Background: an optimization exercise with open tools, aiming at small area, a short achievable clock period and few clock cycles per item. Do not read the settings as production practice. In this exercise RTL edits were held to simulation tests only and were not proved equivalent to the original.

<file path="flow/config.mk">
export PLATFORM = sky130hd
export DESIGN_NAME = multDivUnit
export DESIGN_NICKNAME = multDivUnit
export VERILOG_FILES = /design/flow/design.v
export SDC_FILE = /design/flow/constraint.sdc
export NUM_CORES = 4
export LEC_CHECK = 0
export CAP_MARGIN = 20
export CORE_MARGIN = 2
export CORE_UTILIZATION = 40
export CTS_BUF_LIST = sky130_fd_sc_hd__clkbuf_8
export SETUP_SLACK_MARGIN = 2.0
export SLEW_MARGIN = 20
</file>
<file path="flow/flow/abc_fast.script">
strash
dch
map -D {D}
buffer -p
upsize -D {D}
dnsize -D {D}
</file>
<file path="flow/standard.sh">
#!/bin/bash
# synth_recipe.tcl (not shown) runs the flow's synth.tcl, then flattens the netlist and writes it again
# the make line also repeats each setting of config.mk as NAME=value (left out here)
make -C /OpenROAD-flow-scripts/flow DESIGN_CONFIG=/design/flow/config.mk WORK_HOME=/design/flow/orfs CLKGATE_MAP_FILE= SYNTH_SCRIPT=/design/flow/synth_recipe.tcl "${@:-finish}"
</file>
<file path="flow/constraint.sdc">
create_clock -name core_clock -period 6.0 [get_ports {clk}]
set_input_delay 1.2000 -clock core_clock [delete_from_list [all_inputs] [get_ports {clk}]]
set_output_delay 1.2000 -clock core_clock [all_outputs]
set_load 0.01 [all_outputs]
</file>
<file path="flow/flow/run.sh">
#!/bin/bash
# Layout flow: the standard flow (standard.sh) with two changes.
#  1. After the standard synthesis, the combinational logic is mapped again
#     by ABC for delay (flow/abc_fast.script). The flip-flops are left as
#     the standard synthesis made them (same cells, same names), and the
#     netlist is finished like the standard one (tie cells, buffered
#     pass-through wires).
#  2. The port buffers placed before global placement are the smallest
#     buffer cell instead of the tool's default pick. Every port still gets
#     one.
# Each tool's output goes to a log file of its own in this folder.
set -euo pipefail
export BUFFER_PORTS_ARGS="-buffer_cell sky130_fd_sc_hd__buf_1"
RES=orfs/results/sky130hd/multDivUnit/base
LOGS=orfs/logs/sky130hd/multDivUnit/base
LIB=$FLOW_HOME/platforms/sky130hd/lib/sky130_fd_sc_hd__tt_025C_1v80.lib
YOSYS=$FLOW_HOME/../tools/install/yosys/bin/yosys
[[ -x $YOSYS ]] || YOSYS=yosys
DELAY_PS=3000

# 1. standard synthesis
bash standard.sh synth > synth.log 2>&1
cp $RES/1_2_yosys.v remap_in.v

# only the flip-flop cells that flow/stubs.v describes may appear
SEQ=$(grep -oE "^\s*sky130_fd_sc_hd__\w+" remap_in.v | sort -u | grep -E "__(e?s?df|dl|sdl)" | tr -d ' ' | tr '\n' ' ')
for c in $SEQ; do
  grep -q "module $c " flow/stubs.v || { echo "unexpected sequential cell $c" >&2; exit 1; }
done
# the platform's don't-use cells, as the standard synthesis passed them to ABC
DONT_USE=$(grep -m1 -oE "^abc -script .*" $LOGS/1_2_yosys.log | grep -oE -- "-dont_use [^ ]+" | tr '\n' ' ')
sed "s/{D}/$DELAY_PS/g" flow/abc_fast.script > abc_fast.script
cat > remap.ys <<EOT
read_liberty -ignore_miss_func $LIB
delete $SEQ
read_verilog flow/stubs.v
read_verilog remap_in.v
hierarchy -top multDivUnit
flatten
opt_clean -purge
abc -liberty $LIB $DONT_USE -D $DELAY_PS -script abc_fast.script
read_liberty -lib -ignore_redef $LIB
setundef -zero
splitnets
opt_clean -purge
hilomap -singleton -hicell sky130_fd_sc_hd__conb_1 HI -locell sky130_fd_sc_hd__conb_1 LO
insbuf -buf sky130_fd_sc_hd__buf_4 A X
check -assert -mapped
stat -liberty $LIB
write_verilog -noattr -nohex -nodec remapped.v
EOT
$YOSYS -s remap.ys > remap.log 2>&1
# the flip-flops must be the standard synthesis's, cell for cell and name for name
diff <(grep -oE "sky130_fd_sc_hd__(e?s?df|dl)\w* \S+" remap_in.v | sort) \
     <(grep -oE "sky130_fd_sc_hd__(e?s?df|dl)\w* \S+" remapped.v | sort) > ff_diff.txt
cp remapped.v $RES/1_2_yosys.v
rm -f $RES/1_synth.odb $RES/1_synth.sdc

# 2. the rest of the standard flow on the remapped netlist
bash standard.sh finish > layout.log 2>&1
</file>
<file path="flow/flow/stubs.v">
// Port lists of the flip-flop cells the standard synthesis uses, so that the
// remapping keeps them as they are.
(* blackbox *) module sky130_fd_sc_hd__dfxtp_1 (input CLK, input D, output Q); endmodule
(* blackbox *) module sky130_fd_sc_hd__edfxtp_1 (input CLK, input D, input DE, output Q); endmodule
</file>
<file path="flow/design.v">
`timescale 1ns/1ns
`default_nettype none
package mdPkg;
  localparam int XLen = 32;
  localparam logic [2:0] opMul    = 3'b000;
  localparam logic [2:0] opMulh   = 3'b001;
  localparam logic [2:0] opMulhsu = 3'b010;
  localparam logic [2:0] opMulhu  = 3'b011;
  localparam logic [2:0] opDiv    = 3'b100;
  localparam logic [2:0] opDivu   = 3'b101;
  localparam logic [2:0] opRem    = 3'b110;
  localparam logic [2:0] opRemu   = 3'b111;
endpackage
`default_nettype wire
`timescale 1ns/1ns
`default_nettype none
import mdPkg::*;
module multDivUnit (
  input  logic        clk,
  input  logic        reset,
  input  logic [2:0]  reqOp,
  input  logic [31:0] reqLOp,
  input  logic [31:0] reqROp,
  input  logic        reqValid,
  output logic        reqCredit,
  output logic [31:0] respResult,
  output logic        respDivByZero,
  output logic        respDivOverflow,
  output logic        respValid,
  input  logic        respCredit
);
  localparam logic [2:0] sGrant = 3'd0;   
  localparam logic [2:0] sWait  = 3'd1;   
  localparam logic [2:0] sPrep  = 3'd2;   
  localparam logic [2:0] sMul   = 3'd3;   
  localparam logic [2:0] sDiv   = 3'd4;   
  localparam logic [2:0] sCorr  = 3'd5;   
  localparam logic [2:0] sHold  = 3'd6;   
  localparam logic [2:0] sRfix  = 3'd7;   
  logic [2:0]  state;
  logic [1:0]  respCnt;
  logic [33:0] A;
  logic [34:0] H;
  logic [31:0] Lo;
  logic [4:0]  count;
  logic [5:0]  lzR;
  logic        isRem;
  logic        negR;
  logic        divAdd;
  logic        corr;
  logic        selLo;
  logic        dbz;
  logic        ovf;
  logic        yOne0;
  logic        yTwo0;
  logic        yInv0;
  logic        yOne1;
  logic        yTwo1;
  logic        yInv1;
  logic        yCin;
  logic        cin0;
  logic        qFix;
  function automatic logic [5:0] clz32(input logic [31:0] v);
    logic [15:0] v16;
    logic [7:0]  v8;
    logic [3:0]  v4;
    logic [1:0]  v2;
    logic        z16;
    logic        z8;
    logic        z4;
    logic        z2;
    z16 = (v[31:16] == 16'd0);
    v16 = z16 ? v[15:0] : v[31:16];
    z8  = (v16[15:8] == 8'd0);
    v8  = z8 ? v16[7:0] : v16[15:8];
    z4  = (v8[7:4] == 4'd0);
    v4  = z4 ? v8[3:0] : v8[7:4];
    z2  = (v4[3:2] == 2'd0);
    v2  = z2 ? v4[1:0] : v4[3:2];
    if (v == 32'd0) clz32 = 6'd32;
    else clz32 = {1'b0, z16, z8, z4, z2, ~v2[1]};
  endfunction
  function automatic logic [2:0] booth(input logic b1, input logic b0, input logic bm);
    booth = {b0 ^ bm, (b1 & ~b0 & ~bm) | (~b1 & b0 & bm), b1};
  endfunction
  logic        inDiv;
  logic        inSgnDiv;
  logic        inNegL;
  logic        inNegR;
  logic        inLZero;
  logic [5:0]  inLzL;
  logic [5:0]  inLzR;
  logic [2:0]  inBooth0;
  logic [2:0]  inBooth1;
  assign inDiv    = reqOp[2];
  assign inSgnDiv = reqOp[2] & ~reqOp[0];
  assign inNegL   = inSgnDiv & reqLOp[31];
  assign inNegR   = inSgnDiv & reqROp[31];
  assign inLZero  = inLzL[5] & ~inNegL;
  assign inLzL    = clz32(reqLOp ^ {32{inNegL}});
  assign inLzR    = clz32(reqROp ^ {32{inNegR}});
  assign inBooth0 = booth(reqROp[1], reqROp[0], 1'b0);
  assign inBooth1 = booth(reqROp[3], reqROp[2], reqROp[1]);
  logic [2:0]  nextBooth0;
  logic [2:0]  nextBooth1;
  assign nextBooth0 = booth(Lo[5], Lo[4], Lo[3]);
  assign nextBooth1 = booth(Lo[7], Lo[6], Lo[5]);
  logic [1:0] respCntNext;
  logic       avail;
  assign respCntNext = respCnt + {1'b0, respCredit} - {1'b0, respValid};
  assign avail       = (respCntNext != 2'd0);
  logic [36:0] aExt;
  logic [36:0] xVal;
  logic [36:0] yVal0;
  logic [36:0] yVal1;
  logic [36:0] csaS;
  logic [36:0] csaC;
  logic [36:0] sum;
  assign aExt  = {{3{A[33]}}, A};
  assign xVal  = {{2{H[34]}}, H};
  assign cin0   = yCin ^ (qFix & Lo[0]);
  assign yVal0  = (({37{yOne0}} & aExt) | ({37{yTwo0}} & {aExt[35:0], 1'b0})) ^ {37{yInv0}};
  assign yVal1 = (({37{yOne1}} & {aExt[34:0], 2'b0}) | ({37{yTwo1}} & {aExt[33:0], 3'b0})) ^ {37{yInv1}};
  assign csaS  = xVal ^ yVal0 ^ yVal1;
  assign csaC  = (xVal & yVal0) | (xVal & yVal1) | (yVal0 & yVal1);
  prefixAdd #(.N(37)) i_add (
    .a   (csaS),
    .b   ({csaC[35:0], yInv1}),
    .cin (cin0),
    .s   (sum)
  );
  logic [6:0] shAmt;
  logic       skipDiv;
  logic       qBit;
  logic       subNext;
  logic       fixNeed;
  logic       divNegL;
  logic [4:0] inLzLc;
  assign divNegL = divAdd ^ negR;
  assign qBit    = ~(sum[36] ^ negR);
  assign subNext = ~sum[36] ^ divNegL;
  assign fixNeed = isRem ? negR : divAdd;
  assign inLzLc  = (inLzL == 6'd32) ? 5'd31 : inLzL[4:0];
  assign shAmt   = {2'b0, count} + {6'd0, negR} - {1'b0, lzR};
  assign skipDiv = dbz | shAmt[6];
  logic       lastStep;
  logic [2:0] nextState;
  logic       respNow;
  logic       corrMul;
  logic       corrDiv;
  assign lastStep = (count == 5'd0);
  always_comb begin
    nextState = state;
    respNow   = 1'b0;
    corrMul   = 1'b0;
    corrDiv   = 1'b0;
    case (state)
      sGrant: begin
        nextState = sWait;
      end
      sWait: begin
        if (reqValid) begin
          nextState = inDiv ? sPrep : sMul;
        end
      end
      sPrep: begin
        if (!skipDiv) nextState = sDiv;
        else respNow = 1'b1;
      end
      sMul: begin
        if (lastStep) begin
          if (corr) begin
            nextState = sCorr;
            corrMul   = 1'b1;
          end else begin
            respNow = 1'b1;
          end
        end
      end
      sDiv: begin
        if (lastStep) begin
          if (isRem && !qBit) begin
            nextState = sRfix;
          end else if (fixNeed) begin
            nextState = sCorr;
            corrDiv   = ~isRem;
          end else begin
            respNow = 1'b1;
          end
        end
      end
      sRfix: begin
        if (negR) nextState = sCorr;
        else respNow = 1'b1;
      end
      default: begin   
        respNow = 1'b1;
      end
    endcase
    if (respNow) nextState = avail ? sGrant : sHold;
  end
  always_ff @(posedge clk) begin
    if (reset) begin
      qFix      <= 1'b0;
      state     <= sGrant;
      respCnt   <= 2'd0;
      reqCredit <= 1'b0;
      respValid <= 1'b0;
    end else begin
      state     <= nextState;
      qFix      <= (state == sDiv) && lastStep && !isRem && fixNeed;
      respCnt   <= respCntNext;
      reqCredit <= (state == sGrant);
      respValid <= respNow && avail;
    end
  end
  always_ff @(posedge clk) begin
    {yOne0, yTwo0, yInv0, yCin} <= 4'b0000;
    {yOne1, yTwo1, yInv1}       <= 3'b000;
    case (state)
      sWait: begin
        if (reqValid) begin
          if (inDiv) begin
            yInv0 <= inNegR;
          end else begin
            {yOne0, yTwo0, yInv0} <= inBooth0;
            yCin                  <= inBooth0[0];
            {yOne1, yTwo1, yInv1} <= inBooth1;
          end
        end
      end
      sPrep: begin
        if (!skipDiv) {yOne0, yInv0, yCin} <= {1'b1, ~divAdd, ~divAdd};
      end
      sMul: begin
        if (!lastStep) begin
          {yOne0, yTwo0, yInv0} <= nextBooth0;
          yCin                  <= nextBooth0[0];
          {yOne1, yTwo1, yInv1} <= nextBooth1;
        end else if (corr) begin
          yOne0 <= 1'b1;                           
        end
      end
      sDiv: begin
        if (!lastStep) begin
          {yOne0, yInv0, yCin} <= {1'b1, subNext, subNext};
        end else if (!isRem) begin
          if (fixNeed) {yOne0, yInv0, yCin} <= 3'b111;    
        end else if (!qBit) begin
          {yOne0, yInv0, yCin} <= {1'b1, divAdd, divAdd};
        end else begin
          yCin <= negR;                                   
        end
      end
      sRfix: begin
        yCin <= negR;                                     
      end
      default: begin
      end
    endcase
  end
  always_ff @(posedge clk) begin
    case (state)
      sWait: begin
        if (reqValid) H <= {{3{inNegR}}, reqROp} & {35{inDiv}};
        else H <= sum[34:0];
      end
      sMul: begin
        H <= {{2{sum[36]}}, sum[36:4]};
      end
      sDiv: begin
        if (lastStep && !isRem) H <= '0;
        else H <= sum[34:0];
      end
      default: begin
        H <= sum[34:0];
      end
    endcase
  end
  always_ff @(posedge clk) begin
    case (state)
      sWait: begin
        if (reqValid) begin
          A      <= {{2{reqLOp[31] & (inNegL | reqOp == opMulh | reqOp == opMulhsu)}}, reqLOp};
          Lo     <= reqROp;
          count  <= inDiv ? inLzLc : 5'd7;
          lzR    <= inLzR;
          isRem  <= reqOp[1];
          negR   <= inNegR;
          divAdd <= inNegL ^ inNegR;
          corr   <= ~reqOp[2] & reqOp[1] & reqROp[31];
          selLo  <= (reqOp == opMul) | (reqOp[2:1] == 2'b10);
          dbz    <= inDiv & inLZero;
          ovf    <= inLzL[5] & inNegL & (reqROp == 32'h8000_0000);
        end
      end
      sPrep: begin
        A     <= A << shAmt[4:0];
        count <= shAmt[4:0];
        if (skipDiv) selLo <= 1'b1;
        if (!(skipDiv && isRem)) Lo <= {32{dbz}};
      end
      sMul: begin
        Lo    <= {sum[3:0], Lo[31:4]};
        count <= count - 5'd1;
      end
      sDiv: begin
        Lo    <= {Lo[30:0], qBit};
        count <= count - 5'd1;
        if (lastStep) begin
          if (!isRem) begin
            A <= {2'b0, Lo[30:0], 1'b0};
            if (fixNeed) selLo <= 1'b0;
          end
        end else begin
          A <= {A[33], A[33:1]};
        end
      end
      default: begin
      end
    endcase
  end
  assign respResult      = selLo ? Lo : H[31:0];
  assign respDivByZero   = dbz;
  assign respDivOverflow = ovf;
endmodule
module prefixAdd #(
  parameter int N = 35
) (
  input  logic [N-1:0] a,
  input  logic [N-1:0] b,
  input  logic         cin,
  output logic [N-1:0] s
);
  localparam int L = $clog2(N + 1);
  logic [N:0] g [0:L];
  logic [N:0] p [0:L];
  assign g[0] = {a & b, cin};
  assign p[0] = {a ^ b, 1'b0};
  for (genvar l = 1; l <= L; l++) begin : g_level
    for (genvar i = 0; i <= N; i++) begin : g_bit
      if (i >= (1 << (l - 1))) begin : g_merge
        assign g[l][i] = g[l-1][i] | (p[l-1][i] & g[l-1][i - (1 << (l - 1))]);
        assign p[l][i] = p[l-1][i] & p[l-1][i - (1 << (l - 1))];
      end else begin : g_pass
        assign g[l][i] = g[l-1][i];
        assign p[l][i] = p[l-1][i];
      end
    end
  end
  assign s = p[0][N:1] ^ g[L][N-1:0];
endmodule
`default_nettype wire
</file>
==> results of run 1 <==
==> cells in the final DEF, fill, tap and decap left out, types with 18 or more instances in the layout <==
cell,n
xor2_1,108
clkbuf_8,18
inv_2,22
nor2_1,249
o221ai_1,30
inv_1,330
buf_1,103
o22ai_1,57
buf_4,96
nor3_1,47
xor2_2,24
nand2_1,434
a22oi_1,43
a21oi_1,118
o2111ai_1,18
nand3_1,60
o211ai_1,21
edfxtp_1,84
o21ai_0,192
nor2_2,21
a31oi_1,18
dfxtp_1,44
==> state kept, by name, indices dropped and copies added (netlist names), 2 cells and up <==
signal   cells
count        5
respCnt      2
state        3
H           35
lzR          6
Lo          32
A           34
==> stage by stage <==
stage	instances	hold slack (ps)	setup WS (ps)
after floorplan	2300	505	2200
after global placement	2784	606	974
after detailed placement	2784	603	872
after CTS	2840	623	2010
after global routing	2896	686	1820
final	2896	615	2030
==> per-layer routing <==
metal	GRT usage	wire length (um)
met1	0.440	26300
met2	0.496	27500
met3	0.0762	7060
met4	0.174	3780
met5	0	13
==> what timing repair did <==
action | 4_1_cts | 5_1_grt
cloned | 1 | 3
pin swaps | 17 | 68
gates resized for setup | 78 | 187
setup buffers | 23 | 51
hold buffers | 0 | 0
setup endpoints to repair | 40 | 46
==> worst min path at each step <==
stage | endpoint | slack [ps] | startpoint | cells after the start
final | reqCredit | 610 | state[2] | 1
after global routing | reqCredit | 690 | state[2] | 1
after CTS | qFix | 620 | divAdd | 2
after detailed placement | qFix | 600 | divAdd | 2
after global placement | A[13] | 610 | A[14] | 2
after floorplan | reqCredit | 510 | state[2] | 1
==> cell type report <==
class / count / area (um^2)
Clock inverter: 14 / 113
Inverter: 368 / 1460
Clock buffer: 18 / 248
Tap cell: 461 / 577
Sequential cell: 134 / 3540
Timing Repair inverter: 3 / 20.0
Fill cell: 3781 / 18400
Multi-Input combinational cell: 1680 / 9750
Timing Repair Buffer: 218 / 1380
==> critical path, delay by kind of cell, from the launching register on <==
kind                      cells  cell delay (ps)
xor gates and xnor gates      2              420
and+or+nand+nor              10             1480
buffers and inverters         3              360
AOI/OAI and AO/OA             5             1260
DFF                           1              360
==> results.json, run 1 <==
{
  "status": "finished clean",
  "final_area_um2": 17100,
  "crit_path_end": "state[2]",
  "crit_slowest_cell": "o21ai_0",
  "fmax_ghz": 0.252,
  "syn_area_um2": 14400,
  "utilization": 0.482,
  "r2r_start": "yTwo0",
  "timing.rr.end": "state[2]",
  "firstDrtPassIters": 6,
  "clock_sinks": 134,
  "antenna_left": 0,
  "core-area_um2": 35500,
  "io_pins": 107,
  "start_kind": "register",
  "area_growth_pct": 18.7,
  "routed_via_density": 5.97,
  "maxCapViolations": 0,
  "crit_start": "yTwo0",
  "fp-row-count": 69,
  "r2r_slack_ps": 2030,
  "n_antenna_cell": 0,
  "fin_crit_ps": 3970,
  "hp-class": "reg -> reg",
  "crit_top_cell": "nor2_4",
  "finClkSkew_ps": 22.6,
  "drive_above_1_share": 0.145,
  "syn_avg_cell_area_um2": 6.26,
  "routed_wl_um": 64600,
  "worst_skew_pair.late_latency_ps": 490,
  "start_util": 0.406,
  "cp_max_fo": 19,
  "clockBufferDepth": 2,
  "drt_iter0_drc": 2114,
  "grt_pass1_vias": 15808,
  "grt_max_degree": 66,
  "h-tree-depth": 4,
  "cp-end-kind": "register",
  "post-route-period-util": 0.662,
  "r2r_cells": 20,
  "yosysWarnings": 4,
  "antenna_found_initial": 1,
  "cts_root_buf": "clkbuf_8",
  "die_area_um2": 37500,
  "wl_per_cell_um": 22.3,
  "slew_headroom": 0.454,
  "fin_tns_setup_ps": 0,
  "hold_violations": 0,
  "tritoncts": "yes",
  "rsz0062_at_grt": "yes",
  "worstSetupPathType": "reg -> reg",
  "finalSetupViolCount": 0,
  "syn_nets": 2371,
  "synth_cells": 2300,
  "overflow": 0,
  "arrival_ps": 4390,
  "max_stage_delay_ps": 570,
  "die_x_um": 194,
  "placed_area_um2": 15100,
  "die_h_um": 194,
  "cp.required_ps": 6420,
  "dpl.hpwl_um": 48600,
  "grt_pass1_wl_um": 95000,
  "timing.final.max_slew_violations": 0,
  "gp_congestion": 1.03,
  "vias": 17302,
  "numCtsBuffers": 17,
  "fin_nets": 2493,
  "tightest_slew_ps": 818,
  "portBuffers": 106,
  "cp_cell_sequence": "clkinvlp_4 -> buf_6 -> o22ai_1 -> xor2_1 -> o21ai_0 -> xor2_1 -> nand2_2 -> inv_2 -> nand3_1 -> nand2_4 -> a31o_4 -> nand3_4 -> nor2_4 -> nor2_4 -> nor2_4 -> nor2_4 -> nor3_2 -> o21bai_1 -> or2_4 -> o221ai_2",
  "grt_use_total": 0.330,
  "clk_pin_slew_ps": 100,
  "drc": 0
}
Testbench counts, summed over its fixed seeds: cycles 34,639, ops 3,200.
==> inputs of run 2 (changes only) <==
--- a/flow/config.mk
+++ b/flow/config.mk
@@ -10,4 +10,4 @@
 export CORE_UTILIZATION = 40
 export CTS_BUF_LIST = sky130_fd_sc_hd__clkbuf_8
-export SETUP_SLACK_MARGIN = 2.0
+export SETUP_SLACK_MARGIN = 1.5
 export SLEW_MARGIN = 20
==> run 2 against run 1 <==
Clock skew fell by 3.1 ps. Non-clock buffer count fell by 64. Highest routed layer is now met4. Global-route usage fell by 0.99 points. Largest cell class unchanged. Die area did not move. Setup slack got worse by 260 ps. Final cell count fell by 2.2%. First-iteration DRC count rose by 17%. Fmax fell by 6.2%. Count of clock-buffer cells in the layout fell by 1.
==> results.json, run 2 <==
{
  "die_h_um": 194,
  "hp-start": "state[2]",
  "pre_cts_slack_ps": 1060,
  "routed_wl_um": 62200,
  "drt_iter0_drc": 2471,
  "drive_above_1_share": 0.0599,
  "post-route-period-util": 0.706,
  "syn_avg_cell_area_um2": 6.26,
  "finClkSkew_ps": 19.5,
  "yosysWarnings": 4,
  "antenna_found_initial": 0,
  "route.met3.wl_um": 6970,
  "hold_buffers": 0,
  "top_layer_used": "met4",
  "syn_area_um2": 14400,
  "cp-end-kind": "register",
  "dpl.hpwl_um": 48000,
  "tightest_slew_ps": 1020,
  "synth_cells": 2300,
  "fin_crit_ps": 4240,
  "drc": 0,
  "hold_path_depth": 1,
  "timing.final.max_slew_violations": 0,
  "routed_via_density": 5.96,
  "start_kind": "register",
  "timing.rr.end": "Lo[0]",
  "final_cell_mix": "450 x nand2_1, 358 x inv_1, 273 x nor2_1, 196 x o21ai_0, 129 x xor2_1",
  "status": "finished clean",
  "max_stage_delay_ps": 390,
  "crit_top_cell": "nand2_1",
  "num-fill-cells": 3810,
  "worstSetupPathType": "reg -> reg",
  "clockBufferDepth": 2,
  "grt_pass1_vias": 15325,
  "numCtsBuffers": 17,
  "h-tree-depth": 4,
  "wl_per_cell_um": 22.0,
  "worst_skew_pair.late_latency_ps": 510,
  "die_area_um2": 37500,
  "rsz0062_at_grt": "no",
  "syn_nets": 2371,
  "overflow": 0,
  "finalSetupViolCount": 0,
  "fmax_ghz": 0.236,
  "hold_violations": 0,
  "gp_congestion": 1.03,
  "cts_root_buf": "clkbuf_8",
  "grt_pass1_wl_um": 92500,
  "met2WireLength_um": 26900,
  "die_x_um": 194,
  "r2r_cells": 23,
  "area_growth_pct": 9.43,
  "vias": 16886,
  "firstDrtPassIters": 7,
  "clock_sinks": 134,
  "io_pins": 107,
  "cp.required_ps": 6240,
  "tritoncts": "yes",
  "arrival_ps": 4480,
  "start_util": 0.406,
  "clk_pin_slew_ps": 100,
  "met1Wirelength_um": 25200,
  "grt_use_total": 0.320,
  "cp_max_fo": 6,
  "maxCapViolations": 0,
  "largest_register": "H",
  "largest_reg_flops": 35,
  "cp_cell_sequence": "inv_1 -> o22ai_1 -> xor2_1 -> or2_2 -> nand2_1 -> xor2_1 -> or2_2 -> nand2_1 -> nor2_1 -> nand2_1 -> nand2_1 -> a221oi_2 -> nand2_2 -> a31o_2 -> nand3_2 -> nor2_4 -> buf_4 -> nor3_2 -> nor2_2 -> xor2_2 -> nor2_1 -> a21oi_1 -> o211ai_1",
  "core-area_um2": 35500,
  "hp-class": "reg -> reg",
  "slew_headroom": 0.316,
  "fin_tns_setup_ps": 0,
  "placed_area_um2": 15100,
  "final_area_um2": 15700,
  "crit_slowest_cell": "edfxtp_1",
  "final_common_cell": "nand2_1",
  "top_regs": "H: 35 flops, A: 34 flops, Lo: 32 flops",
  "r2r_slack_ps": 1760,
  "portBuffers": 106,
  "worst_slack_ps": 1760,
  "r2r_start": "A[2]",
  "fp-row-count": 69,
  "grt_max_degree": 66,
  "antenna_left": 0,
  "hold_end": "reqCredit",
  "fin_nets": 2428
}
run 2: cell type report:
type,instances,area [um^2],share of cell area
Clock inverter,15,153,0.00969
Sequential cell,134,3540,0.225
Timing Repair inverter,2,15.0,0.000953
Inverter,368,1400,0.0889
Multi-Input combinational cell,1680,9030,0.574
Antenna cell,1,2.50,0.000159
Timing Repair Buffer,154,796,0.0505
Tap cell,461,577,0.0366
Clock buffer,17,234,0.0149
run 2: layer usage:
metal,vias up,GRT usage
met3,166,0.0593
met1,7828,0.437
met5,-,0
met4,0,0.151
met2,1053,0.489
li1,7839,-
run 2: critical path: cells and delay by family, from the launching register on:
kind                   cells  cell delay [ps]
AO/OA/AOI/OAI              5              930
XOR/XNOR                   3              480
buffers and inverters      2              400
flip-flops                 1              390
AND/OR/NAND/NOR           13             1760
run 2: how the worst max path moves through the flow:
stage	start	end	slack (ps)	cells after the start
final	A[2]	Lo[0]	1760	23
after global routing	A[17]	state[1]	1500	25
after CTS	yOne1	Lo[0]	1480	24
after detailed placement	yInv1	Lo[0]	1060	24
after global placement	yOne0	Lo[0]	1160	23
after floorplan	negR	Lo[0]	1990	16
run 2: metrics by stage:
step / cells / hold WS [ps] / utilization
2_1_floorplan: 2300 / 505 / -
3_3_place_gp: 2784 / 599 / 0.425
3_5_place_dp: 2784 / 602 / 0.425
4_1_cts: 2822 / 631 / 0.438
5_1_grt: 2831 / 642 / 0.444
6_report: 2832 / 632 / 0.444
run 2: repair_timing:
| item | CTS | global route |
|---|---|---|
| buffers inserted | 4 | 8 |
| endpoints found under the setup margin | 17 | 23 |
| cloned | 2 | 1 |
| endpoints found under the hold margin | 0 | 0 |
| pin swaps | 0 | 4 |
| gates resized for setup | 13 | 40 |
==> inputs of run 3 (changes only) <==
--- a/flow/flow/run.sh
+++ b/flow/flow/run.sh
@@ -17,5 +17,5 @@
 YOSYS=$FLOW_HOME/../tools/install/yosys/bin/yosys
 [[ -x $YOSYS ]] || YOSYS=yosys
-DELAY_PS=3000
+DELAY_PS=3500
 
 # 1. standard synthesis
@@ -24,5 +24,5 @@
 
 # only the flip-flop cells that flow/stubs.v describes may appear
-SEQ=$(grep -oE "^\s*sky130_fd_sc_hd__\w+" remap_in.v | sort -u | grep -E "__(e?s?df|dl|sdl)" | tr -d ' ' | tr '\n' ' ')
+SEQ=$(grep -oE "^\s*sky130_fd_sc_hd__\w+" remap_in.v | sort -u | grep -E "__(e?dfx|df[rsb]|sdf|dl[xr]|dlclkp)" | tr -d ' ' | tr '\n' ' ')
 for c in $SEQ; do
   grep -q "module $c " flow/stubs.v || { echo "unexpected sequential cell $c" >&2; exit 1; }
@@ -52,6 +52,6 @@
 $YOSYS -s remap.ys > remap.log 2>&1
 # the flip-flops must be the standard synthesis's, cell for cell and name for name
-diff <(grep -oE "sky130_fd_sc_hd__(e?s?df|dl)\w* \S+" remap_in.v | sort) \
-     <(grep -oE "sky130_fd_sc_hd__(e?s?df|dl)\w* \S+" remapped.v | sort) > ff_diff.txt
+diff <(grep -oE "sky130_fd_sc_hd__(e?dfx|df[rsb]|sdf|dl[xr]|dlclkp)\w* \S+" remap_in.v | sort) \
+     <(grep -oE "sky130_fd_sc_hd__(e?dfx|df[rsb]|sdf|dl[xr]|dlclkp)\w* \S+" remapped.v | sort) > ff_diff.txt
 cp remapped.v $RES/1_2_yosys.v
 rm -f $RES/1_synth.odb $RES/1_synth.sdc
==> run 3 against run 2 <==
Worst hold slack improved by 3.2 ps. Register-to-register slack got worse by 150 ps. Critical endpoint is now state[2]. Fmax fell by 3.4%. Via count rose by 1.1%. Final cell count rose by 0.49%. First-iteration DRC count fell by 10%. Count of clock-buffer cells in the layout rose by 2. Flip-flop and latch count did not move. Sequential share of layout area fell by 0.61 points. Still clean on timing, DRC and antenna.
==> results.json, run 3 <==
{
  "die_h_um": 193,
  "r2r_cells": 29,
  "vias": 17067,
  "layout.cells.non_filler": 2846,
  "routed_via_density": 6.00,
  "place_inst": 2794,
  "clockBufferDepth": 2,
  "h-tree-depth": 4,
  "wl_per_cell_um": 22.2,
  "num-fill-cells": 3808,
  "final_cell_mix": "426 x nand2_1, 374 x inv_1, 284 x nor2_1, 188 x o21ai_0, 128 x a21oi_1",
  "grt_pass1_vias": 15752,
  "clock_sinks": 134,
  "drc": 0,
  "syn_area_um2": 14300,
  "multiInputGateArea_um2": 9240,
  "register_area_um2": 3530,
  "drt_iter0_drc": 2222,
  "cp_max_fo": 4,
  "dpl.hpwl_um": 48200,
  "hold_path_depth": 1,
  "overflow": 0,
  "largest_reg_flops": 35,
  "syn_nets": 2381,
  "syn_avg_cell_area_um2": 6.21,
  "grt_pass1_wl_um": 93500,
  "tightest_slew_ps": 1190,
  "finClkSkew_ps": 19.1,
  "r2r_slack_ps": 1610,
  "max_stage_delay_ps": 380,
  "clk_pin_slew_ps": 90,
  "hp-start": "state[2]",
  "n_antenna_cell": 0,
  "drive_above_1_share": 0.0822,
  "start_util": 0.404,
  "r2r_start": "yTwo1",
  "tritoncts": "yes",
  "die_area_um2": 37400,
  "core-area_um2": 35500,
  "routed_wl_um": 63100,
  "grt_use_total": 0.324,
  "area_growth_pct": 12.6,
  "antenna_left": 0,
  "timing.rr.end": "state[2]",
  "yosysWarnings": 4,
  "worst_skew_pair.late_latency_ps": 500,
  "die_x_um": 193,
  "hold_violations": 0,
  "numCtsBuffers": 17,
  "crit_slowest_cell": "or3_4",
  "hold_end": "reqCredit",
  "portBuffers": 106,
  "fin_nets": 2443,
  "cp-end-kind": "register",
  "firstDrtPassIters": 8,
  "final_common_cell": "nand2_1",
  "top_regs": "H: 35 flops, A: 34 flops, Lo: 32 flops",
  "finalSetupViolCount": 0,
  "fp-row-count": 69,
  "antenna_found_initial": 0,
  "fin_tns_setup_ps": 0,
  "gp_congestion": 1.01,
  "arrival_ps": 4800,
  "cp.required_ps": 6410,
  "hold_buffers": 0,
  "io_pins": 107,
  "start_kind": "register",
  "fin_crit_ps": 4390,
  "timing.final.max_slew_violations": 0,
  "cts_root_buf": "clkbuf_8",
  "synth_cells": 2310,
  "hp-class": "reg -> reg",
  "rsz0062_at_grt": "yes",
  "status": "finished clean",
  "worstSetupPathType": "reg -> reg",
  "maxCapViolations": 0,
  "largest_register": "H",
  "fmax_ghz": 0.228,
  "grt_max_degree": 64,
  "slew_headroom": 0.204,
  "post-route-period-util": 0.731
}
run 3: repair_timing:
action | 4_1_cts | 5_1_grt
setup endpoints to repair | 17 | 19
endpoints found under the hold margin | 0 | 0
gates resized for setup | 17 | 100
buffers inserted | 4 | 16
pin swaps | 1 | 29
run 3: through the flow:
step / hold slack, ps / setup slack (ps) / utilization / instance area, um^2
CTS: 633 / 1530 / 0.441 / 15600
detailed placement: 607 / 1020 / 0.425 / 15100
global placement: 585 / 1150 / 0.424 / 15100
finish: 636 / 1610 / 0.455 / 16200
floorplan: 505 / 1990 / - / 14300
global route: 672 / 1330 / 0.455 / 16200
run 3: worst max-delay path by stage:
| stage | to | slack, ps | from |
|---|---|---|---|
| finish | state[2] | 1610 | yTwo1 |
| global placement | Lo[0] | 1150 | yInv1 |
| floorplan | Lo[0] | 1990 | negR |
| CTS | state[1] | 1530 | yTwo1 |
| global route | Lo[0] | 1330 | yTwo1 |
| detailed placement | Lo[0] | 1020 | yInv1 |
run 3: critical path, delay by kind of cell (launching register included):
kind / cells / cell delay [ps]
xor gates and xnor gates: 2 / 400
buffers and inverters: 5 / 500
and+or+nand+nor: 15 / 2160
AOI/OAI and AO/OA: 7 / 860
DFF: 1 / 360
run 3: cell type report:
| cell class | count | area share |
|---|---|---|
| Inverter | 393 | 0.0921 |
| Timing Repair Buffer | 161 | 0.0545 |
| Tap cell | 461 | 0.0357 |
| Multi-Input combinational cell | 1665 | 0.572 |
| Clock buffer | 19 | 0.0162 |
| Sequential cell | 134 | 0.219 |
| Clock inverter | 13 | 0.0112 |
run 3: metal layers:
layer / share of wire / up-vias / GRT usage
li1: - / 7841 / -
met1: 0.40 / 7939 / 0.431
met2: 0.44 / 1085 / 0.512
met3: 0.11 / 202 / 0.0542
met4: 0.052 / 0 / 0.148
met5: 0 / - / 0
==> inputs of run 4 (changes only) <==
--- a/flow/flow/run.sh
+++ b/flow/flow/run.sh
@@ -17,5 +17,5 @@
 YOSYS=$FLOW_HOME/../tools/install/yosys/bin/yosys
 [[ -x $YOSYS ]] || YOSYS=yosys
-DELAY_PS=3500
+DELAY_PS=2500
 
 # 1. standard synthesis
==> run 4 against run 3 <==
Count of clock-buffer cells in the layout decreased by 1. Flip-flop and latch count unchanged. Core utilization decreased by 2.0 points. Routed wire length increased by 1.3%. Area after synthesis increased by 3.3%. Setup slack improved by 130 ps. Die area increased by 3.2%. Final cell count decreased by 1.7%. Via count increased by 0.19%. Critical path type unchanged. Critical endpoint is now Lo[0]. Largest cell class unchanged.
==> results.json, run 4 <==
{
  "status": "finished clean",
  "top_regs": "H: 35 flops, A: 34 flops, Lo: 32 flops",
  "hold_path_depth": 2,
  "dpl.hpwl_um": 49700,
  "multiInputGateArea_um2": 9570,
  "clk_pin_slew_ps": 100,
  "finalSetupViolCount": 0,
  "pre_cts_slack_ps": 1230,
  "portBuffers": 106,
  "syn_nets": 2349,
  "tritoncts": "yes",
  "grt_max_degree": 64,
  "wl_per_cell_um": 22.8,
  "post-route-period-util": 0.709,
  "area_growth_pct": 7.14,
  "firstDrtPassIters": 13,
  "drive_above_1_share": 0.0618,
  "synth_cells": 2278,
  "fin_tns_setup_ps": 0,
  "maxCapViolations": 0,
  "cp_max_fo": 5,
  "overflow": 0,
  "clock_sinks": 134,
  "hold_end": "state[0]",
  "grt_pass1_vias": 15745,
  "largest_register": "H",
  "fp-row-count": 70,
  "grt_use_total": 0.326,
  "antenna_left": 0,
  "met2WireLength_um": 27200,
  "worst_skew_pair.late_latency_ps": 500,
  "cp-end-kind": "register",
  "grt_pass1_wl_um": 94900,
  "worstSetupPathType": "reg -> reg",
  "gp_congestion": 1.06,
  "n_antenna_cell": 0,
  "top_layer_used": "met4",
  "route.met3.wl_um": 7140,
  "tightest_slew_ps": 949,
  "cts_root_buf": "clkbuf_8",
  "largest_reg_flops": 35,
  "r2r_slack_ps": 1750,
  "clockBufferDepth": 2,
  "finClkSkew_ps": 28.7,
  "cp.required_ps": 6210,
  "die_h_um": 196,
  "fin_nets": 2389,
  "worst_slack_ps": 1750,
  "final_common_cell": "nand2_1",
  "drt_iter0_drc": 2364,
  "hp-class": "reg -> reg",
  "die_x_um": 196,
  "start_kind": "register",
  "r2r_cells": 17,
  "r2r_start": "A[23]",
  "numCtsBuffers": 17,
  "timing.final.max_slew_violations": 0,
  "vias": 17099,
  "register_area_um2": 3530,
  "met1Wirelength_um": 26100,
  "hp-start": "state[0]",
  "layout.cells.non_filler": 2799,
  "routed_via_density": 6.11,
  "h-tree-depth": 4,
  "num-fill-cells": 3917,
  "yosysWarnings": 4,
  "arrival_ps": 4470,
  "fmax_ghz": 0.235,
  "die_area_um2": 38600,
  "routed_wl_um": 63900,
  "hold_buffers": 0,
  "hold_violations": 0,
  "syn_avg_cell_area_um2": 6.51,
  "fin_crit_ps": 4250,
  "start_util": 0.406,
  "io_pins": 107,
  "syn_area_um2": 14800,
  "core-area_um2": 36500,
  "antenna_found_initial": 0,
  "place_inst": 2764,
  "hold_slack_ps": 602,
  "slew_headroom": 0.367,
  "rsz0062_at_grt": "yes",
  "timing.rr.end": "Lo[0]",
  "drc": 0,
  "final_cell_mix": "484 x nand2_1, 269 x inv_1, 241 x nor2_1, 199 x o21ai_0, 115 x xor2_1"
}
## run 4: stage by stage
stage	util	area [um^2]
after floorplan	-	14800
after global placement	0.422	15400
after detailed placement	0.422	15400
after CTS	0.433	15800
after global routing	0.435	15900
final	0.435	15900
## run 4: area by class of cell
type | count | area share
Multi-Input combinational cell | 1742 | 0.602
Sequential cell | 134 | 0.222
Clock inverter | 14 | 0.0102
Tap cell | 468 | 0.0369
Inverter | 288 | 0.0719
Timing Repair Buffer | 135 | 0.0408
Clock buffer | 18 | 0.0156
## run 4: how the worst max path moves through the flow
stage	from	endpoint	slack, ps
final	A[23]	Lo[0]	1750
after global routing	reqOp[2]	count[2]	1480
after CTS	yInv1	Lo[0]	1650
after detailed placement	reqOp[2]	count[2]	1230
after global placement	reqOp[2]	count[2]	1380
after floorplan	negR	Lo[0]	1960
## run 4: critical path: stages, from the launching register on
cell,delay (ps)
edfxtp_1,530
inv_1,140
o22ai_1,200
xor2_1,310
or2_1,170
nand2_1,60
xnor2_1,170
or2_1,220
nand2_2,100
nor2_2,220
nand4_1,230
a311o_1,450
nand3_1,240
a31oi_4,230
nor3_2,260
nor3_1,140
a21oi_1,190
o211ai_1,110
## run 4: metal layers
| metal | track usage | up-vias |
|---|---|---|
| met5 | 0 | - |
| met4 | 0.161 | 0 |
| met3 | 0.0746 | 189 |
| met2 | 0.496 | 1126 |
| met1 | 0.434 | 7916 |
| li1 | - | 7868 |
## run 4: timing repair
action                     CTS  global route
setup endpoints to repair    0            23
setup buffers                0             2
hold endpoints to repair     0             0
resized for setup            0             5
==> inputs of run 5 (changes only) <==
--- a/flow/flow/run.sh
+++ b/flow/flow/run.sh
@@ -17,5 +17,5 @@
 YOSYS=$FLOW_HOME/../tools/install/yosys/bin/yosys
 [[ -x $YOSYS ]] || YOSYS=yosys
-DELAY_PS=2500
+DELAY_PS=3000
 
 # 1. standard synthesis
@@ -39,5 +39,5 @@
 flatten
 opt_clean -purge
-abc -liberty $LIB $DONT_USE -D $DELAY_PS -script abc_fast.script
+abc -liberty $LIB $DONT_USE -D $DELAY_PS
 read_liberty -lib -ignore_redef $LIB
 setundef -zero
==> run 5 against run 4 <==
Worst hold slack better by 43 ps. Area after synthesis decreased by 8.5%. Still clean on timing, DRC and antenna. Via count decreased by 13%. Final area hardly changed. Critical endpoint is now state[0]. Largest cell class unchanged. Fmax fell by 10%. Critical path depth grew 1. Core utilization is 4.0 points higher. Global-route usage up 0.29 points.
==> results.json, run 5 <==
{
  "gp_congestion": 0.984,
  "cp-end-kind": "register",
  "hold_buffers": 0,
  "routed_wl_um": 59400,
  "numCtsBuffers": 17,
  "fin_tns_setup_ps": 0,
  "num-fill-cells": 3358,
  "start_kind": "register",
  "n_antenna_cell": 0,
  "firstDrtPassIters": 10,
  "drt_iter0_drc": 2044,
  "antenna_found_initial": 1,
  "status": "finished clean",
  "worstSetupPathType": "reg -> reg",
  "vias": 14932,
  "die_h_um": 188,
  "wl_per_cell_um": 25.8,
  "final_cell_mix": "262 x nand2_1, 142 x nor2_1, 115 x xnor2_1, 106 x buf_1, 101 x o21ai_0",
  "rsz0062_at_grt": "yes",
  "die_area_um2": 35400,
  "dpl.hpwl_um": 43400,
  "final_common_cell": "nand2_1",
  "synth_cells": 1671,
  "cp_max_fo": 4,
  "start_util": 0.405,
  "fp-row-count": 67,
  "finClkSkew_ps": 16.1,
  "maxCapViolations": 0,
  "grt.busiest_layer": "met2",
  "largest_register": "H",
  "cts_root_buf": "clkbuf_8",
  "worst_slack_ps": 1270,
  "tritoncts": "yes",
  "top_regs": "H: 35 flops, A: 34 flops, Lo: 32 flops",
  "syn_nets": 1742,
  "antenna_left": 0,
  "clk_pin_slew_ps": 100,
  "hp-class": "reg -> reg",
  "drc": 0,
  "grt_use_total": 0.329,
  "finalSetupViolCount": 0,
  "timing.final.max_slew_violations": 0,
  "yosysWarnings": 4,
  "drive_above_1_share": 0.104,
  "overflow": 0,
  "multiInputGateArea_um2": 10200,
  "post-route-period-util": 0.788,
  "clockBufferDepth": 2,
  "grt_use_met1": 0.428,
  "register_area_um2": 3540,
  "largest_reg_flops": 35,
  "grt_max_degree": 55,
  "hold_violations": 0,
  "tightest_slew_ps": 999,
  "syn_area_um2": 13600,
  "arrival_ps": 5120,
  "pre_cts_slack_ps": 773,
  "routed_via_density": 6.48,
  "grt_pass1_vias": 14051,
  "fin_nets": 1913,
  "grt_pass1_wl_um": 88100,
  "portBuffers": 106,
  "worst_skew_pair.late_latency_ps": 510,
  "placed_area_um2": 14700,
  "syn_avg_cell_area_um2": 8.11,
  "grt.met3_usage": 0.0743,
  "fmax_ghz": 0.212,
  "cp.required_ps": 6400,
  "clock_sinks": 134,
  "h-tree-depth": 4,
  "slew_headroom": 0.332,
  "core-area_um2": 33400,
  "final_area_um2": 15900,
  "area_growth_pct": 17.1,
  "io_pins": 107,
  "use_met2": 0.504,
  "fin_crit_ps": 4730,
  "die_x_um": 188
}
==> run 5: cell count changes in the layout (fill, tap and decap cells not counted), moves of 30 or more <==
| cell | delta |
|---|---|
| inv_1 | -269 |
| nand2_1 | -222 |
| nor2_1 | -99 |
| o21ai_0 | -98 |
| xnor2_1 | +83 |
| mux2i_1 | +73 |
| xor2_1 | -63 |
| o22ai_1 | -57 |
| a22oi_1 | +47 |
| buf_4 | +39 |
| mux2_1 | +34 |
| o221ai_1 | -32 |
| nand3_1 | -30 |
==> run 5: metrics by stage <==
stage / utilization / std cells / hold slack [ps]
2_1_floorplan: - / 1671 / 505
3_3_place_gp: 0.438 / 2226 / 609
3_5_place_dp: 0.438 / 2226 / 604
4_1_cts: 0.465 / 2291 / 623
5_1_grt: 0.475 / 2303 / 654
6_report: 0.475 / 2303 / 645
==> run 5: worst max-delay path, stage by stage (launching register included) <==
cell       delay, ps
edfxtp_1         440
buf_6            150
a22oi_2          220
xnor2_2          180
xor3_2           450
xor2_4           230
nor4bb_4         380
a211oi_4          80
o221ai_4         230
a21oi_4          120
a2111o_1         510
a2111oi_4        310
buf_4            210
o31a_1           270
o31ai_4          100
nand3_1          130
nand2_1           80
or2_4            260
a2111oi_4        280
==> run 5: worst paths after layout <==
kind	from	endpoint	slack, ps	cells past startpoint
min reg2reg	Lo[31]	Lo[27]	650	2
min	Lo[31]	Lo[27]	650	2
max	A[4]	state[0]	1270	18
max reg2reg	A[4]	state[0]	1270	18
==> run 5: metal layers <==
metal  routed length, um  up-vias
met5                   8        -
met4                3470        2
met3                6170      170
met2               26000      913
met1               23700     7163
li1                    -     6684
==> run 5: timing repair <==
item,CTS,global route
pin swaps,26,26
setup endpoints to repair,23,26
setup buffers,33,12
gates resized for setup,44,48
==> run 5: cell type report <==
cell class,instances,share of cell area
tap,448,0.0353
timing repair buffer,184,0.0671
sequential,134,0.223
inverter,27,0.00638
clock buffer,18,0.0156
multi-input combinational,1478,0.644
clock inverter,14,0.00804
==> inputs of run 6 (changes only) <==
--- a/flow/flow/run.sh
+++ b/flow/flow/run.sh
@@ -39,5 +39,5 @@
 flatten
 opt_clean -purge
-abc -liberty $LIB $DONT_USE -D $DELAY_PS
+abc -liberty $LIB $DONT_USE -D $DELAY_PS -script abc_fast.script
 read_liberty -lib -ignore_redef $LIB
 setundef -zero
--- a/flow/config.mk
+++ b/flow/config.mk
@@ -10,4 +10,4 @@
 export CORE_UTILIZATION = 40
 export CTS_BUF_LIST = sky130_fd_sc_hd__clkbuf_8
-export SETUP_SLACK_MARGIN = 1.5
+export SETUP_SLACK_MARGIN = 1.25
 export SLEW_MARGIN = 20
==> run 6 against run 5 <==
Still clean. Non-clock buffer count is 38 lower. Final cell count is 23% higher. Synthesized cell count is 38% higher. Critical path depth is 2 higher. Sequential share of layout area is 0.33 points higher. Area after synthesis is 6.2% higher. First-iteration DRC count is 17% higher. Final area is 1.7% lower. Core utilization is 3.5 points lower. Worst hold slack worse by 14 ps. Clock skew is 1.3 ps lower. Critical path type unchanged.
==> results.json, run 6 <==
{
  "status": "finished clean",
  "die_x_um": 194,
  "clock_sinks": 134,
  "final_common_cell": "nand2_1",
  "cp-end-kind": "register",
  "slew_headroom": 0.347,
  "syn_nets": 2371,
  "routed_via_density": 5.96,
  "firstDrtPassIters": 6,
  "h-tree-depth": 4,
  "synth_cells": 2300,
  "gp_congestion": 1.03,
  "r2r_start": "yTwo1",
  "multiInputGateArea_um2": 8990,
  "clockBufferDepth": 2,
  "vias": 16840,
  "worst_slack_ps": 1580,
  "die_area_um2": 37500,
  "hold_buffers": 0,
  "hold_slack_ps": 632,
  "arrival_ps": 4650,
  "antenna_left": 0,
  "drc": 0,
  "grt_use_total": 0.320,
  "fin_tns_setup_ps": 0,
  "num-fill-cells": 3834,
  "post-route-period-util": 0.737,
  "io_pins": 107,
  "area_growth_pct": 8.41,
  "worstSetupPathType": "reg -> reg",
  "die_h_um": 194,
  "worst_skew_pair.late_latency_ps": 500,
  "final_cell_mix": "450 x nand2_1, 359 x inv_1, 276 x nor2_1, 200 x o21ai_0, 129 x xor2_1",
  "tightest_slew_ps": 976,
  "yosysWarnings": 4,
  "cp_max_fo": 19,
  "numCtsBuffers": 17,
  "start_kind": "register",
  "largest_reg_flops": 35,
  "finalSetupViolCount": 0,
  "dpl.hpwl_um": 48000,
  "finClkSkew_ps": 14.8,
  "grt_pass1_vias": 15326,
  "core-area_um2": 35500,
  "routed_wl_um": 62000,
  "crit_start": "yTwo1",
  "wl_per_cell_um": 22.0,
  "syn_avg_cell_area_um2": 6.26,
  "top_regs": "H: 35 flops, A: 34 flops, Lo: 32 flops",
  "hp-class": "reg -> reg",
  "rsz0062_at_grt": "yes",
  "hp-start": "A[14]",
  "overflow": 0,
  "tritoncts": "yes",
  "start_util": 0.406,
  "largest_register": "H",
  "register_area_um2": 3530,
  "drive_above_1_share": 0.0512,
  "timing.final.max_slew_violations": 0,
  "antenna_found_initial": 1,
  "drt_iter0_drc": 2388,
  "fp-row-count": 69,
  "grt_max_degree": 66,
  "clk_pin_slew_ps": 100,
  "pre_cts_slack_ps": 1060,
  "fmax_ghz": 0.226,
  "cp.required_ps": 6230,
  "hold_violations": 0,
  "cts_root_buf": "clkbuf_8",
  "syn_area_um2": 14400,
  "fin_crit_ps": 4420,
  "maxCapViolations": 0,
  "fin_nets": 2420,
  "grt_pass1_wl_um": 92300,
  "portBuffers": 106
}
## run 6: final cells by class
cell class | count | area share
Multi-Input combinational cell | 1680 | 0.576
Sequential cell | 134 | 0.226
Inverter | 368 | 0.0895
Timing Repair Buffer | 146 | 0.0452
Tap cell | 461 | 0.0370
Clock buffer | 17 | 0.0150
Clock inverter | 15 | 0.00978
Timing Repair inverter | 2 | 0.000802
Antenna cell | 1 | 0.000160
## run 6: stage by stage
stage,cell area [um^2],util,std cells
finish,15600,0.440,2824
global placement,15100,0.425,2784
detailed placement,15100,0.425,2784
CTS,15500,0.437,2819
floorplan,14400,-,2300
global route,15600,0.440,2823
## run 6: path summary, 6_finish.rpt
| kind | to | slack (ps) | depth (start not counted) |
|---|---|---|---|
| setup / recovery | Lo[0] | 1580 | 20 |
| hold / removal | A[13] | 630 | 2 |
| setup reg to reg | Lo[0] | 1580 | 20 |
| hold reg to reg | A[13] | 630 | 2 |
## run 6: worst max-delay path, cell delays in order (launching register included)
cell,delay (ps)
dfxtp_1,360
inv_6,180
buf_4,250
o22ai_1,130
xor2_1,180
or2_2,300
nand2_1,80
xor2_1,280
xor2_1,260
nor2_1,90
a221oi_1,310
nand2_2,180
a31o_2,320
nand3_1,190
nor2_4,90
nor3_1,300
nor2_2,130
xor2_2,230
nor2_1,90
a21oi_1,130
o211ai_1,90
## run 6: per-layer routing
| metal | wire [um] | vias up | global-route usage |
|---|---|---|---|
| met4 | 3020 | 2 | 0.151 |
| met5 | 13 | - | 0 |
| met1 | 24900 | 7785 | 0.435 |
| met2 | 27000 | 1067 | 0.488 |
| met3 | 7150 | 165 | 0.0614 |
| li1 | - | 7821 | - |
## run 6: timing repair
item / CTS / global route
endpoints found under the hold margin: 0 / 0
buffers inserted: 2 / 3
pin swaps: 0 / 1
endpoints found under the setup margin: 6 / 22
cloned: 1 / 1
resized for setup: 4 / 27
==> inputs of run 7 (changes only) <==
==> flow/flow/abc_fast.script (replaced) <==
strash
balance
rewrite
refactor
balance
rewrite -z
refactor -z
rewrite -z
balance
dch
map -D {D}
buffer -p
upsize -D {D}
dnsize -D {D}
--- a/flow/config.mk
+++ b/flow/config.mk
@@ -10,4 +10,4 @@
 export CORE_UTILIZATION = 40
 export CTS_BUF_LIST = sky130_fd_sc_hd__clkbuf_8
-export SETUP_SLACK_MARGIN = 1.25
+export SETUP_SLACK_MARGIN = 1.5
 export SLEW_MARGIN = 20
==> run 7 against run 6 <==
Register-to-register slack gained 130 ps. Flip-flop and latch count stayed put. Core utilization up 0.84 points. Via count is 2.1% lower. Routed wire length decreased by 0.88%. Highest routed layer is now met4.
==> results.json, run 7 <==
{
  "syn_avg_cell_area_um2": 6.39,
  "hp-start": "A[15]",
  "die_area_um2": 37000,
  "finalSetupViolCount": 0,
  "hp-class": "reg -> reg",
  "grt_pass1_vias": 14940,
  "cp_cell_sequence": "inv_2 -> buf_4 -> o22ai_1 -> xor2_1 -> xor2_1 -> inv_1 -> nand2_1 -> inv_1 -> nor2_1 -> nand2_1 -> or4_1 -> o211ai_1 -> a21oi_2 -> a21o_1 -> nand2_2 -> xor2_2 -> nor2_1 -> a221oi_2 -> o21ai_0",
  "tightest_slew_ps": 1220,
  "grt_max_degree": 67,
  "fp-row-count": 68,
  "post-route-period-util": 0.715,
  "hold_path_depth": 2,
  "largest_register": "H",
  "vias": 16493,
  "timing.final.max_slew_violations": 0,
  "place_inst": 2695,
  "grt_pass1_wl_um": 91200,
  "die_x_um": 192,
  "layout.cells.non_filler": 2748,
  "arrival_ps": 4530,
  "fin_nets": 2351,
  "start_util": 0.409,
  "routed_via_density": 6.00,
  "syn_nets": 2294,
  "fmax_ghz": 0.233,
  "area_growth_pct": 9.57,
  "hold_slack_ps": 626,
  "overflow": 0,
  "wl_per_cell_um": 22.4,
  "cp-end-kind": "register",
  "crit_slowest_cell": "or4_1",
  "h-tree-depth": 4,
  "syn_area_um2": 14200,
  "clockBufferDepth": 2,
  "cts_root_buf": "clkbuf_8",
  "grt_use_total": 0.328,
  "tritoncts": "yes",
  "cp.required_ps": 6240,
  "drt_iter0_drc": 2082,
  "largest_reg_flops": 35,
  "crit_family": "simple AND/OR/NAND/NOR gates",
  "numCtsBuffers": 17,
  "io_pins": 107,
  "worst_skew_pair.late_latency_ps": 490,
  "grt.busiest_layer": "met2",
  "dpl.hpwl_um": 47200,
  "firstDrtPassIters": 6,
  "timing.rr.end": "Lo[0]",
  "maxCapViolations": 0,
  "cp_max_fo": 22,
  "grt_use_met1": 0.457,
  "r2r_cells": 19,
  "max_stage_delay_ps": 630,
  "r2r_start": "yTwo0",
  "final_cell_mix": "455 x nand2_1, 292 x inv_1, 248 x nor2_1, 210 x o21ai_0, 109 x xor2_1",
  "clock_sinks": 134,
  "rsz0062_at_grt": "yes",
  "finClkSkew_ps": 14.3,
  "antenna_found_initial": 0,
  "synth_cells": 2223,
  "hold_violations": 0,
  "core-area_um2": 34700,
  "r2r_slack_ps": 1710,
  "portBuffers": 106,
  "die_h_um": 192,
  "hold_end": "A[14]",
  "clk_pin_slew_ps": 90,
  "antenna_left": 0,
  "use_met2": 0.495,
  "start_kind": "register",
  "final_common_cell": "nand2_1",
  "worstSetupPathType": "reg -> reg",
  "yosysWarnings": 4,
  "status": "finished clean",
  "drc": 0,
  "grt.met3_usage": 0.0675,
  "fin_tns_setup_ps": 0,
  "fin_crit_ps": 4290,
  "cp_num_buf_inv": 4,
  "slew_headroom": 0.176,
  "drive_above_1_share": 0.0645,
  "utilization": 0.448,
  "gp_congestion": 1.01,
  "top_regs": "H: 35 flops, A: 34 flops, Lo: 32 flops",
  "n_antenna_cell": 0,
  "routed_wl_um": 61500
}
==> run 7: changes by cell type in the layout (fill, tap and decap cells not counted), moves of 23 or more <==
cell      before  now
nor3_1        53   27
a22oi_1       44   67
a21oi_1      126   93
o211ai_1      21   58
nor2_1       276  248
inv_1        359  292
==> run 7: worst register-to-register path: cells and delay by family (launching register included) <==
kind                      cells  cell delay [ps]
buffers and inverters         4              710
AOI/OAI and AO/OA             6             1080
and+or+nand+nor               6             1200
DFF                           1              340
xor gates and xnor gates      3              680
==> run 7: timing repair <==
| item | CTS | global route |
|---|---|---|
| resized for setup | 12 | 34 |
| pin swaps | 2 | 8 |
| setup buffers | 4 | 16 |
| hold buffers | 0 | 0 |
| setup endpoints to repair | 17 | 29 |
| cloned | 0 | 1 |
==> run 7: layout make-up <==
cell class                      instances  area (um^2)
Multi-Input combinational cell       1673         9090
Fill cell                            3788        19200
Clock buffer                           17          234
Sequential cell                       134         3530
Timing Repair Buffer                  152          797
Tap cell                              455          569
Clock inverter                         15          155
Inverter                              302         1180
==> run 7: metrics by stage <==
step	setup WS, ps	area [um^2]
floorplan	1930	14200
global placement	1210	14800
detailed placement	1040	14800
CTS	1540	15300
global route	1430	15600
finish	1710	15600
==> run 7: per-layer routing <==
layer,vias to the layer above,share of wire
met1,7688,0.42
met4,0,0.044
met2,956,0.42
li1,7703,-
met5,-,0
met3,146,0.11
==> run 7: worst max-delay path by stage <==
| stage | from | slack (ps) | end | cells past startpoint |
|---|---|---|---|---|
| CTS | yOne1 | 1540 | Lo[0] | 25 |
| finish | yTwo0 | 1710 | Lo[0] | 19 |
| global placement | reqLOp[31] | 1210 | count[2] | 16 |
| detailed placement | reqLOp[31] | 1040 | count[2] | 16 |
| global route | A[9] | 1430 | Lo[0] | 22 |
| floorplan | reqValid | 1930 | Lo[0] | 6 |

-- separate check: timing with driven ports --
How much do the figures lean on ideal ports? The routed layouts below were timed once more, with nothing changed but the port constraints.
Step 1, drivers: a clkbuf_16 drives clk and a buf_2 each remaining input, both assumed.
Step 2 adds t to the input delays and takes it off the output delays; t is the mean of the earliest and latest rising clock arrival at the registers after step 1. Input paths then give back, and output paths get back, about the clock's delay inside the block.
Three values: no drivers, after step 1, after step 2; two values: the first two.
run	shift t [ns]	slack for setup (ns)	clock arrival spread, ns	pins driven straight from the clock port
run 1	0.534	2.025 / 2.025 / 1.755	0.023 / 0.023	1
run 2	0.546	1.762 / 1.762 / 1.315	0.019 / 0.020	1
run 3	0.542	1.613 / 1.613 / 1.306	0.019 / 0.019	1
run 4	0.532	1.747 / 1.747 / 1.272	0.029 / 0.029	1
run 5	0.547	1.274 / 1.274 / 1.274	0.016 / 0.016	1
run 6	0.540	1.579 / 1.579 / 1.297	0.015 / 0.015	1
run 7	0.532	1.712 / 1.712 / 1.325	0.014 / 0.015	1
After both steps setup and hold are still met in every run listed. For run 4, which loses most, drivers alone change the setup slack by 0.000 ns; drivers and shift together by -0.475 ns.
